From an optimization exercise on the open Yosys and OpenROAD flow, aimed at small area and a short achievable clock period; shortcuts taken in it are not production practice.
The RTL was checked by simulation tests, not by an equivalence proof against the original design.
Power figures rest on the tool's default switching activity, not on a simulated workload.

==> module levelNode, before the edit <==
module levelNode (
    input  logic                  clkIn,
    input  logic                  isBuy,
    input  logic                  isSell,
    input  orderBookPkg::priceT   msgPrice,
    input  orderBookPkg::priceT   levelPrice,
    output logic                  bidMatch,
    output logic                  askMatch,
    output logic                  priceBetter
);
    logic msgHigher;
    logic msgEqual;
    cmpTree #(
        .W      (32),
        .LEVELS (5)
    ) cmp (
        .a  (msgPrice),
        .b  (levelPrice),
        .gt (msgHigher),
        .eq (msgEqual)
    );
    always_ff @(posedge clkIn) begin : flagReg
        bidMatch <= msgEqual && isBuy;
        askMatch <= msgEqual && isSell;
        priceBetter <= isBuy ? msgHigher : !(msgHigher || msgEqual);
    end
endmodule
==> module orderBook, before the edit <==
module orderBook (
    input  logic        clkIn,
    input  logic        rstIn,
    input  logic        msgValid,
    input  logic [65:0] msg,
    output logic [63:0] bestBid,
    output logic [63:0] bestAsk,
    output logic        bidUpdated,
    output logic        askUpdated
);
    localparam int DEPTH = 8;
    localparam int LVL_W = 32 + 32;
    localparam int SH_W  = 32;
    orderBookPkg::orderMsgT msgR;
    logic       isSellR;
    logic [2:1] validPipe;
    always_ff @(posedge clkIn) begin : msgCapture
        if (msgValid) begin
            msgR    <= {msg[65:32], msg[31:0] ^ {32{msg[65]}}};
            isSellR <= !msg[64];
        end
    end
    always_ff @(posedge clkIn) begin : validReg
        if (rstIn) begin
            validPipe <= '0;
        end else begin
            validPipe <= {validPipe[1], msgValid};
        end
    end
    logic [DEPTH:1][LVL_W-1:0] bidLevels;
    logic [DEPTH:1][LVL_W-1:0] askLevels;
    logic [DEPTH:1]            bidMatchR;
    logic [DEPTH:1]            askMatchR;
    logic [DEPTH:1]            betterR;
    localparam int PR_W   = 32;
    localparam int HALF_P = PR_W / 2;
    for (genvar n = 1; n <= DEPTH; n++) begin : gNode
        orderBookPkg::priceT sidePrice;
        assign sidePrice[HALF_P-1:0]    = msgR.isBuy ? bidLevels[n][SH_W +: HALF_P]
                                                     : askLevels[n][SH_W +: HALF_P];
        assign sidePrice[PR_W-1:HALF_P] = isSellR ? askLevels[n][SH_W+HALF_P +: PR_W-HALF_P]
                                                  : bidLevels[n][SH_W+HALF_P +: PR_W-HALF_P];
        levelNode node (
            .clkIn       (clkIn),
            .isBuy       (msgR.isBuy),
            .isSell      (isSellR),
            .msgPrice    (msgR.price),
            .levelPrice  (sidePrice),
            .bidMatch    (bidMatchR[n]),
            .askMatch    (askMatchR[n]),
            .priceBetter (betterR[n])
        );
    end
    localparam int CH_W = 4;
    localparam int NCH  = SH_W / CH_W;
    orderBookPkg::sharesT     matchShares;
    logic [NCH-1:0][CH_W-1:0] sum0;
    logic [NCH-1:0][CH_W-1:0] sum1;
    logic [NCH-1:0]           carry0;
    logic [NCH-1:0]           carry1;
    logic [NCH-1:0][CH_W-1:0] sum0R;
    logic [NCH-1:0][CH_W-1:0] sum1R;
    logic [NCH-1:0]           carry0R;
    logic [NCH-1:0]           carry1R;
    logic [NCH:0]             carryIn;
    logic [NCH-1:0]           carryNoIn;
    orderBookPkg::sharesT     newSharesR;
    logic                     coveredR;
    always_comb begin : matchMux
        matchShares = '0;
        for (int i = 1; i <= DEPTH; i++) begin
            matchShares = matchShares |
                          ({SH_W{bidMatchR[i]}} & bidLevels[i][SH_W-1:0]) |
                          ({SH_W{askMatchR[i]}} & askLevels[i][SH_W-1:0]);
        end
    end
    for (genvar j = 0; j < NCH; j++) begin : gChunk
        ksAdderSel #(
            .W      (CH_W),
            .LEVELS (2)
        ) chunkAdd (
            .a    (matchShares[j*CH_W +: CH_W]),
            .b    (msgR.shares[j*CH_W +: CH_W]),
            .sum0 (sum0[j]),
            .sum1 (sum1[j]),
            .co0  (carry0[j]),
            .co1  (carry1[j])
        );
    end
    ksCarry #(
        .W      (NCH),
        .LEVELS (3)
    ) coverCarry (
        .gen  (carry0),
        .prop (carry1),
        .ci   (1'b0),
        .co   (carryNoIn)
    );
    always_ff @(posedge clkIn) begin : sharesReg
        sum0R    <= sum0;
        sum1R    <= sum1;
        carry0R  <= carry0;
        carry1R  <= carry1;
        coveredR <= !carryNoIn[NCH-1];
    end
    assign carryIn[0] = msgR.isDelete;
    ksCarry #(
        .W      (NCH),
        .LEVELS (3)
    ) sumCarry (
        .gen  (carry0R),
        .prop (carry1R),
        .ci   (msgR.isDelete),
        .co   (carryIn[NCH:1])
    );
    for (genvar j = 0; j < NCH; j++) begin : gSel
        assign newSharesR[j*CH_W +: CH_W] = carryIn[j] ? sum1R[j] : sum0R[j];
    end
    bookSide #(
        .BUY_SIDE (1'b1)
    ) bidSide (
        .clkIn      (clkIn),
        .rstIn      (rstIn),
        .sideValid  (validPipe[2] && msgR.isBuy),
        .msgR       (msgR),
        .matchR     (bidMatchR),
        .betterR    (betterR),
        .coveredR   (coveredR),
        .newSharesR (newSharesR),
        .levels     (bidLevels),
        .best       (bestBid),
        .updated    (bidUpdated)
    );
    bookSide #(
        .BUY_SIDE (1'b0)
    ) askSide (
        .clkIn      (clkIn),
        .rstIn      (rstIn),
        .sideValid  (validPipe[2] && isSellR),
        .msgR       (msgR),
        .matchR     (askMatchR),
        .betterR    (betterR),
        .coveredR   (coveredR),
        .newSharesR (newSharesR),
        .levels     (askLevels),
        .best       (bestAsk),
        .updated    (askUpdated)
    );
endmodule
==> flow/config.mk <==
export PLATFORM = sky130hd
export DESIGN_NAME = orderBook
export DESIGN_NICKNAME = orderBook
export VERILOG_FILES = /design/flow/design.v
export SDC_FILE = /design/flow/constraint.sdc
export NUM_CORES = 4
export LEC_CHECK = 0
export CAP_MARGIN = 20
export CORE_MARGIN = 2
export CORE_UTILIZATION = 45
export CTS_CLUSTER_DIAMETER = 80
export CTS_CLUSTER_SIZE = 25
export SETUP_SLACK_MARGIN = 2.4
export SLEW_MARGIN = 20
==> flow/constraint.sdc <==
create_clock -name core_clock -period 5.0 [get_ports {clkIn}]
set_input_delay 1.0000 -clock core_clock [delete_from_list [all_inputs] [get_ports {clkIn}]]
set_output_delay 1.0000 -clock core_clock [all_outputs]
set_load 0.01 [all_outputs]
standard.sh (not shown) runs the stock make flow with config.mk's settings and CLKGATE_MAP_FILE= SYNTH_SCRIPT=/design/flow/synth_recipe.tcl, a recipe that flattens the netlist after the stock synthesis.
==> flow/flow/run.sh <==
#!/bin/bash
# The standard layout (standard.sh, all steps), with some cells added to the
# platform's don't-use list for synthesis and repair:
#  - full and half adder cells, so that Yosys leaves adders and compares as
#    plain gates and abc maps them together with the logic around them,
#    instead of splitting them into adder cells that abc cannot time through;
#  - a few slow wide cells (or4, nor4, a2111, o2111, a41, o41).
# The registers, their names and cell types are those of the standard
# synthesis. Output goes to flow_make.log here and to ORFS's own logs under
# orfs/logs.
set -euo pipefail
here=$(pwd)
platform_dont_use=$(make -C "$FLOW_HOME" DESIGN_CONFIG="$FLOW_CONFIG" WORK_HOME="$here/orfs" \
    print-DONT_USE_CELLS 2> "$here/flow_dont_use.log" | sed -n 's/^DONT_USE_CELLS: //p')
if [[ -z "$platform_dont_use" ]]; then
    echo "could not read the platform's DONT_USE_CELLS" >&2
    exit 1
fi
extra=$(tr '\n' ' ' < "$here/flow/extra_dont_use.txt")
echo "DONT_USE_CELLS=$platform_dont_use $extra" > "$here/flow_dont_use.txt"
bash "$here/standard.sh" "DONT_USE_CELLS=$platform_dont_use $extra" finish > "$here/flow_make.log" 2>&1
test -f "$here/out/final.def"
==> flow/flow/extra_dont_use.txt <==
sky130_fd_sc_hd__fa_* sky130_fd_sc_hd__ha_* sky130_fd_sc_hd__or4_* sky130_fd_sc_hd__or4b_* sky130_fd_sc_hd__or4bb_* sky130_fd_sc_hd__a2111o_* sky130_fd_sc_hd__a2111oi_* sky130_fd_sc_hd__a41o_* sky130_fd_sc_hd__a41oi_* sky130_fd_sc_hd__nor4_* sky130_fd_sc_hd__nor4b_* sky130_fd_sc_hd__nor4bb_* sky130_fd_sc_hd__o2111a_* sky130_fd_sc_hd__o2111ai_* sky130_fd_sc_hd__o41a_* sky130_fd_sc_hd__o41ai_*
Rerun with:
--- a/flow/design.v
+++ b/flow/design.v
@@ -107,17 +107,15 @@
     end
     assign co = g[LEVELS];
 endmodule
 module levelNode (
     input  logic                  clkIn,
-    input  logic                  isBuy,
-    input  logic                  isSell,
     input  orderBookPkg::priceT   msgPrice,
     input  orderBookPkg::priceT   levelPrice,
-    output logic                  bidMatch,
-    output logic                  askMatch,
-    output logic                  priceBetter
+    output logic                  priceMatch,
+    output logic                  priceHigher,
+    output logic                  priceLower
 );
     logic msgHigher;
     logic msgEqual;
     cmpTree #(
         .W      (32),
@@ -127,13 +125,13 @@
         .b  (levelPrice),
         .gt (msgHigher),
         .eq (msgEqual)
     );
     always_ff @(posedge clkIn) begin : flagReg
-        bidMatch <= msgEqual && isBuy;
-        askMatch <= msgEqual && isSell;
-        priceBetter <= isBuy ? msgHigher : !(msgHigher || msgEqual);
+        priceMatch  <= msgEqual;
+        priceHigher <= msgHigher;
+        priceLower  <= !(msgHigher || msgEqual);
     end
 endmodule
 `timescale 1ns/10ps
 module bookSide #(
     parameter bit BUY_SIDE = 1'b1
@@ -239,12 +237,13 @@
             validPipe <= {validPipe[1], msgValid};
         end
     end
     logic [DEPTH:1][LVL_W-1:0] bidLevels;
     logic [DEPTH:1][LVL_W-1:0] askLevels;
-    logic [DEPTH:1]            bidMatchR;
-    logic [DEPTH:1]            askMatchR;
+    logic [DEPTH:1]            matchR;
+    logic [DEPTH:1]            higherR;
+    logic [DEPTH:1]            lowerR;
     logic [DEPTH:1]            betterR;
     localparam int PR_W   = 32;
     localparam int HALF_P = PR_W / 2;
     for (genvar n = 1; n <= DEPTH; n++) begin : gNode
         orderBookPkg::priceT sidePrice;
@@ -252,19 +251,18 @@
                                                      : askLevels[n][SH_W +: HALF_P];
         assign sidePrice[PR_W-1:HALF_P] = isSellR ? askLevels[n][SH_W+HALF_P +: PR_W-HALF_P]
                                                   : bidLevels[n][SH_W+HALF_P +: PR_W-HALF_P];
         levelNode node (
             .clkIn       (clkIn),
-            .isBuy       (msgR.isBuy),
-            .isSell      (isSellR),
             .msgPrice    (msgR.price),
             .levelPrice  (sidePrice),
-            .bidMatch    (bidMatchR[n]),
-            .askMatch    (askMatchR[n]),
-            .priceBetter (betterR[n])
+            .priceMatch  (matchR[n]),
+            .priceHigher (higherR[n]),
+            .priceLower  (lowerR[n])
         );
     end
+    assign betterR = msgR.isBuy ? higherR : lowerR;
     localparam int CH_W = 4;
     localparam int NCH  = SH_W / CH_W;
     orderBookPkg::sharesT     matchShares;
     logic [NCH-1:0][CH_W-1:0] sum0;
     logic [NCH-1:0][CH_W-1:0] sum1;
@@ -276,18 +274,21 @@
     logic [NCH-1:0]           carry1R;
     logic [NCH:0]             carryIn;
     logic [NCH-1:0]           carryNoIn;
     orderBookPkg::sharesT     newSharesR;
     logic                     coveredR;
+    orderBookPkg::sharesT     bidMatchShares;
+    orderBookPkg::sharesT     askMatchShares;
     always_comb begin : matchMux
-        matchShares = '0;
+        bidMatchShares = '0;
+        askMatchShares = '0;
         for (int i = 1; i <= DEPTH; i++) begin
-            matchShares = matchShares |
-                          ({SH_W{bidMatchR[i]}} & bidLevels[i][SH_W-1:0]) |
-                          ({SH_W{askMatchR[i]}} & askLevels[i][SH_W-1:0]);
+            bidMatchShares = bidMatchShares | ({SH_W{matchR[i]}} & bidLevels[i][SH_W-1:0]);
+            askMatchShares = askMatchShares | ({SH_W{matchR[i]}} & askLevels[i][SH_W-1:0]);
         end
     end
+    assign matchShares = msgR.isBuy ? bidMatchShares : askMatchShares;
     for (genvar j = 0; j < NCH; j++) begin : gChunk
         ksAdderSel #(
             .W      (CH_W),
             .LEVELS (2)
         ) chunkAdd (
@@ -333,11 +334,11 @@
     ) bidSide (
         .clkIn      (clkIn),
         .rstIn      (rstIn),
         .sideValid  (validPipe[2] && msgR.isBuy),
         .msgR       (msgR),
-        .matchR     (bidMatchR),
+        .matchR     (matchR),
         .betterR    (betterR),
         .coveredR   (coveredR),
         .newSharesR (newSharesR),
         .levels     (bidLevels),
         .best       (bestBid),
@@ -348,11 +349,11 @@
     ) askSide (
         .clkIn      (clkIn),
         .rstIn      (rstIn),
         .sideValid  (validPipe[2] && isSellR),
         .msgR       (msgR),
-        .matchR     (askMatchR),
+        .matchR     (matchR),
         .betterR    (betterR),
         .coveredR   (coveredR),
         .newSharesR (newSharesR),
         .levels     (askLevels),
         .best       (bestAsk),
Outcome: Combinational power increases by well over a third. Maximum frequency went down by a little under a tenth. Setup slack is worse by 0.25 ns. Clock skew goes down by 0.016 ns. Count of clock-buffer cells in the layout rose by 4. Synthesized cell count goes down slightly. Die area is lower slightly. Wire length falls by a little under a tenth. Total power went up by a few percent. Final area hardly moves. Area after synthesis came out lower slightly.

==> separate check: timing with driven ports <==
The results above use ideal ports. As a check the final layouts listed here were re-extracted and re-timed, cells and wires unchanged. Step 1 assumes that a clkbuf_16 drives the clock port and a buf_2 every other input. Step 2, shift: input delay + t, output delay - t, t = (earliest + latest rising clock arrival at the registers) / 2. This alone moves slack from input paths to output paths. a / b / c = ideal / step 1 / step 2; a / b = the first two.
run	t, ns	slack for setup (ns)	worst hold slack (ns)	worst data-port slew with drivers (ns)
the first run	0.829	2.025 / 2.025 / 1.414	0.464 / 0.464 / 0.464	0.09
the second run	0.824	1.772 / 1.772 / 1.518	0.460 / 0.460 / 0.460	0.06
After both steps every run listed still meets setup and hold. For the first run, which loses most, drivers alone change the setup slack by 0.000 ns; drivers and shift together by -0.611 ns.
